This design comes from an exercise in tuning for small area and a short achievable clock period on the open sky130 flow, not from production work. Function was checked by simulation only, so behaviour that the tests miss may differ from the original. Power is estimated from default activity; no workload was simulated.

==> flow/design.v (outline; a module is shown in full before it is edited, if it fits) <==
// module fu_mul_lat3_32b: 2083 lines
module fu_mul_lat3_32b (
  input  logic        clk,
  input  logic        reset,
  input  logic        io_glock,
  input  logic [31:0] io_o1data,
  input  logic        io_o1load,
  input  logic [31:0] io_t1data,
  input  logic        io_t1load,
  input  logic [1:0]  io_t1opcode,
  output logic [31:0] io_r1data,
  output logic        io_r1valid
);
  // ...
==> flow/run.sh <==
#!/bin/bash
# synth_recipe.tcl (not shown) runs the flow's synth.tcl, then flattens the netlist and writes it again
# the make line also repeats each setting of config.mk as NAME=value (left out here)
make -C /OpenROAD-flow-scripts/flow DESIGN_CONFIG=/design/flow/config.mk WORK_HOME=/design/flow/orfs CLKGATE_MAP_FILE= SYNTH_SCRIPT=/design/flow/synth_recipe.tcl finish
==> flow/config.mk <==
export PLATFORM = sky130hd
export DESIGN_NAME = fu_mul_lat3_32b
export DESIGN_NICKNAME = fu_mul_lat3_32b
export VERILOG_FILES = /design/flow/design.v
export SDC_FILE = /design/flow/constraint.sdc
export NUM_CORES = 4
export LEC_CHECK = 0
export ABC_CLOCK_PERIOD_IN_PS = 4000
export CAP_MARGIN = 20
export CORE_MARGIN = 2
export CORE_UTILIZATION = 55
export CTS_CLUSTER_SIZE = 20
export SETUP_SLACK_MARGIN = 4.3
export SLEW_MARGIN = 20
==> flow/constraint.sdc <==
create_clock -name core_clock -period 8.5 [get_ports {clk}]
set_input_delay 1.7000 -clock core_clock [delete_from_list [all_inputs] [get_ports {clk}]]
set_output_delay 1.7000 -clock core_clock [all_outputs]
set_load 0.01 [all_outputs]
==> metrics.yaml, run 1 <==
largest_reg_flops: 140
timing.critical_path.to: "s1A3_q[30]"
multi_input_area_share_pct: 63.3
worstSkewPairLatency_ns: 0.57
reg2reg_setup_slack_ns: 4.28
wirelength_met1_mm: 48.5
irDropWorstVdd_mv: 0.288
setup_tns_ns: 0
grt_util_met1_pct: 50.2
reg2reg_to: "s2Cs_q[51]"
worst_setup_path_start_kind: "input pin"
nClkBuffers: 42
dr.pass1.iters: 10
setup_viol: 0
hold_path_end: "s2Hi_q"
hp-class: "register to register"
maxSlewHeadroom_pct: 21.1
status: "complete, no violations"
grt_pass1_vias: 29100
finalInstanceArea_um2: 37100
synth_top_area_share_pct: 18.3
core_area_um2: 61700
crit_cells: 12
tapCellCount: 837
synth_xor_area_share_pct: 12.2
path_cells: "clkdlybuf4s50_1 > ha_4 > a21o_1 > or3_4 > o21ai_4 > o21ai_4 > a221oi_2 > buf_4 > o211ai_1 > a31o_2 > a21oi_1 > xnor2_1"
drive_gt1_share_pct: 7.40
clkCellAreaFrac_pct: 3.08
synth_area_leaders: "edfxtp_1 (18%), fa_1 (16%), xnor2_1 (9.6%)"
numCtsBuffers: 36
routabilityCongestion: 0.955
synth_top_family_by_area: "compound AO/OA/AOI/OAI gates"
==> inputs of run 2 (changes only) <==
--- a/flow/config.mk
+++ b/flow/config.mk
@@ -11,4 +11,4 @@
 export CORE_UTILIZATION = 55
 export CTS_CLUSTER_SIZE = 20
-export SETUP_SLACK_MARGIN = 4.3
-export SLEW_MARGIN = 20
+export SETUP_SLACK_MARGIN = 4.6
+export SLEW_MARGIN = 60
==> metrics.yaml, run 2 <==
io_buffers: 103  # unchanged
worstHoldStart: "r1Data_q[6]"  # was s1Hi_q
synth_top_area_share_pct: 18.3  # unchanged
path_clk_slew_ns: 0.06  # about the same
grtUsageTotal_pct: 40.0  # was 38.2%
numCtsBuffers: 36  # unchanged
avgViaCountPerCell: 7.20  # was 7.07
cap_violations: 0  # unchanged
synth_cell_types: 86  # unchanged
final_common_cell: "xnor2_1"  # unchanged
root_buffer: "clkbuf_16"  # unchanged
maxSlewHeadroom_pct: 54.1  # was 21.1%
async_reset_ff_share_pct: 29.4  # unchanged
start_util_pct: 55.7  # unchanged
irDropWorstVdd_mv: 0.311  # was 0.288 mV
rsz0062_at_grt: "yes"  # unchanged
syn-cell-area_um2: 34400  # unchanged
grt_pass1_vias: 30100  # was 29100
routabilityCongestion: 0.949  # was 0.955
rows: 91  # unchanged
power.density_nw_per_um2: 507  # was 521 nW/um2
reg_top3: "s2Cs_q: 140 flops, s1A3_q: 35 flops, r1Data_q: 32 flops"  # unchanged
die_width_um: 254  # unchanged
worstSkewPairLatency_ns: 0.58  # was 0.57 ns
synth_fa_ha_area_share_pct: 22.3  # unchanged
syn2layout_area_growth_pct: 15.2  # was 7.96%
netlist_instances: 3567  # unchanged
fin_nets: 4019  # was 3902
path_cells: "buf_6 > a22o_1 > a221oi_2 > xor2_1 > fa_1 > inv_1 > fa_1 > fa_1 > fa_1 > fa_1"  # was clkdlybuf4s50_1 > ha_4 > a21o_1 > or3_4 > o21ai_4 > o21ai_4 > a221oi_2 > buf_4 > o211ai_1 > a31o_2 > a21oi_1 > xnor2_1
synth_area_per_cell_um2: 9.63  # unchanged
cts_max_level: 2  # unchanged
synth_fp_nets: 4089  # unchanged
status: "complete, no violations"  # unchanged
yosys.area_share.simple_pct: 6.52  # unchanged
fin_util_pct: 64.1  # was 60.1%
fin_hold_ws_ns: 0.480  # was 0.407 ns
slew_viol_final: 0  # unchanged
ant_nets: 0  # unchanged
avgRoutedWirePerCell_um: 30.7  # was 29.4 um
core_area_um2: 61700  # unchanged
cts_tree: "built"  # unchanged
whs_path_depth: 2  # was 0
fin_skew_ns: 0.0353  # was 0.0188 ns
synth_area_leaders: "edfxtp_1 (18%), fa_1 (16%), xnor2_1 (9.6%)"  # unchanged
max_stage_delay_ns: 0.55  # was 0.61 ns
worst_setup_path_start_kind: "register"  # was input pin
largest_reg_flops: 140  # unchanged
cp_common_cell: "fa_1"  # was o21ai_4
dpl.hpwl_mm: 85.4  # was 82.0 mm
reg2reg_to: "s2Cs_q[56]"  # was s2Cs_q[51]
critPathMaxFanout: 33  # was 5
yosysMostFrequentCell: "clkbuf_1"  # unchanged
die_h_um: 254  # unchanged
die-area_um2: 64500  # unchanged
fmax_mhz: 254  # was 237 MHz
critPathSlowestCell: "fa_1"  # was clkdlybuf4s50_1
ff2ff_path_depth: 10  # was 9
fin_crit_ns: 3.94  # was 4.22 ns
drt_wl_total_mm: 134  # was 125 mm
clockBufferDepth: 3  # unchanged
worstSetupPathType: "register to register"  # was input pin to register
drive_gt1_share_pct: 14.5  # was 7.40%
cp.required_ns: 8.78  # was 8.82 ns
synth_top_area_cell: "edfxtp_1"  # unchanged
ios: 104  # unchanged
grt_max_degree: 82  # was 85
reg2reg_setup_slack_ns: 4.56  # was 4.28 ns
tightest_slew_ns: 0.688  # was 1.18 ns
setup_tns_ns: 0  # unchanged
hold_viol: 0  # unchanged
ys_ff_latch: 296  # unchanged
synth_top_family_by_area: "compound AO/OA/AOI/OAI gates"  # unchanged
synth_xor_area_share_pct: 12.2  # unchanged
fin_crit_sh_pct: 46.3  # was 49.6%
clock_sinks: 296  # unchanged
grt_pass1_wl_mm: 193  # was 186 mm
synth_compound_area_share_pct: 26.4  # unchanged
dr.pass1.iters: 11  # was 10
drc_errors: 0  # unchanged
holdBufCountCts: 0  # unchanged
grt.overflow.total: 0  # unchanged
synth_common_cells: "clkbuf_1 (401), xnor2_1 (376), a221oi_1 (316)"  # unchanged
leakage_nw: 15.8  # was 14.7 nW
hold_path_end: "r1Data_q[6]"  # was s2Hi_q
fin_ws_ns: 4.56  # was 4.28 ns
regMostFlops: "s2Cs_q"  # unchanged
reg2reg_from: "o1X2_q[0]"  # was o1X3_q[4]
seq_area_frac_synth_pct: 24.6  # unchanged
ys.flop_type: "edfxtp_1"  # unchanged
synth_mux_area_share_pct: 0.240  # unchanged
vias: 31400  # was 30000
layout_common_cells: "xnor2_1 (369), a22o_1 (311), a221oi_1 (256)"  # was xnor2_1 (375), a221oi_1 (314), a22o_1 (311)
place_ws_ns: 3.34  # was 3.18 ns
endpoint_kind: "register"  # unchanged
startpoint: "o1X2_q[0]"  # was io_t1data[7]
setup_viol: 0  # unchanged
drt_iter0_drc: 4934  # was 4441
antenna_found_initial: 3  # was 1
hp-class: "register to register"  # unchanged
arrival_ns: 4.21  # was 4.53 ns
yosysWarnings: 1  # unchanged
synth_edf_count: 209  # unchanged
[run 2: area by class of cell]
type | count | area, um2
Antenna cell | 3 | 7.51
Clock buffer | 51 | 998
Clock inverter | 15 | 120
Fill cell | 5080 | 22100
Inverter | 266 | 1010
Multi-Input combinational cell | 2562 | 24200
Sequential cell | 296 | 8500
Tap cell | 837 | 1050
Timing Repair Buffer | 335 | 3670
[run 2: layer usage]
metal / GRT usage [%] / up-vias / routed length, um
met5: 0 / - / 150
li1: - / 12900 / -
met1: 52.1 / 15200 / 50400
met3: 16.6 / 766 / 19900
met4: 20.2 / 6 / 9650
met2: 57.0 / 2526 / 53900
[run 2: how the worst max path moves through the flow]
| stage | to | cells after the start |
|---|---|---|
| 2_1_floorplan | r1Data_q[7] | 5 |
| 3_5_place_dp | s1A3_q[31] | 14 |
| 3_3_place_gp | s1A3_q[31] | 14 |
| 5_1_grt | s2Cs_q[56] | 10 |
| 4_1_cts | s1A3_q[31] | 14 |
| 6_report | s2Cs_q[56] | 10 |
[run 2: worst max-delay path, delay by kind of cell (launching register included)]
family                     cells  cell delay, ns
adders and majority gates      5            2.13
buffers and inverters          2            0.29
xor gates and xnor gates       1            0.32
DFF                            1            0.40
AOI/OAI and AO/OA              2            0.50
[run 2: logic make-up (layout without fill, tap and decap cells)]
logic type,count (synthesis),after routing
AO/OA/AOI/OAI,1157,1157
adder cells (fa/ha/maj),451,451
XOR/XNOR,477,477
buffers and inverters,709,667
other,0,3
multiplexers,8,8
AND/OR/NAND/NOR,469,469
flip-flops,296,296
[run 2: metrics by stage]
step | cells | total power [W] | cell area (um2)
floorplan | 3567 | 0.0122 | 34500
global placement | 4156 | 0.0171 | 35600
detailed placement | 4202 | 0.0175 | 36100
CTS | 4304 | 0.0192 | 38200
global route | 4363 | 0.0215 | 39600
finish | 4365 | 0.0201 | 39600
[run 2: power breakdown]
part	total (W)	leakage, nW	switching (W)	internal [W]
Sequential	0.00316	3.09	0.000300	0.00286
Clock	0.00149	0.543	0.000630	0.000856
Combinational	0.0154	12.2	0.00926	0.00617
[run 2: timing repair]
item / CTS / global route
endpoints found under the setup margin: 50 / 56
gates cloned: 1 / 11
pin swaps: 19 / 65
setup buffers: 35 / 45
resized for setup: 128 / 173

## re-timing with driven ports
How much do the figures lean on ideal ports? The routed layouts below were timed once more, with nothing changed but the port constraints.
Step 1 sets driving cells, clkbuf_16 on the clock port and buf_2 on the other inputs (assumed; they add their load-dependent delay and slew).
Step 2 moves the port delays by t, midway between the first and last clock arrival at a register: inputs arrive t later, outputs are due t later. That takes back most of the time a late clock gives input paths.
a / b / c = ideal ports / drivers / drivers and shift; a / b = the first two.
run | t, ns | slack for setup (ns) | worst setup path after step 2 | clock arrival spread, ns
run 1 | 0.625 | 4.280 / 4.285 / 3.699 | input to register | 0.021 / 0.020
run 2 | 0.629 | 4.563 / 4.563 / 4.094 | input to register | 0.035 / 0.036
After both steps every run listed still meets setup and hold. The setup slack of run 1, which loses most, moves by +0.005 ns with the drivers and by -0.581 ns with both steps.
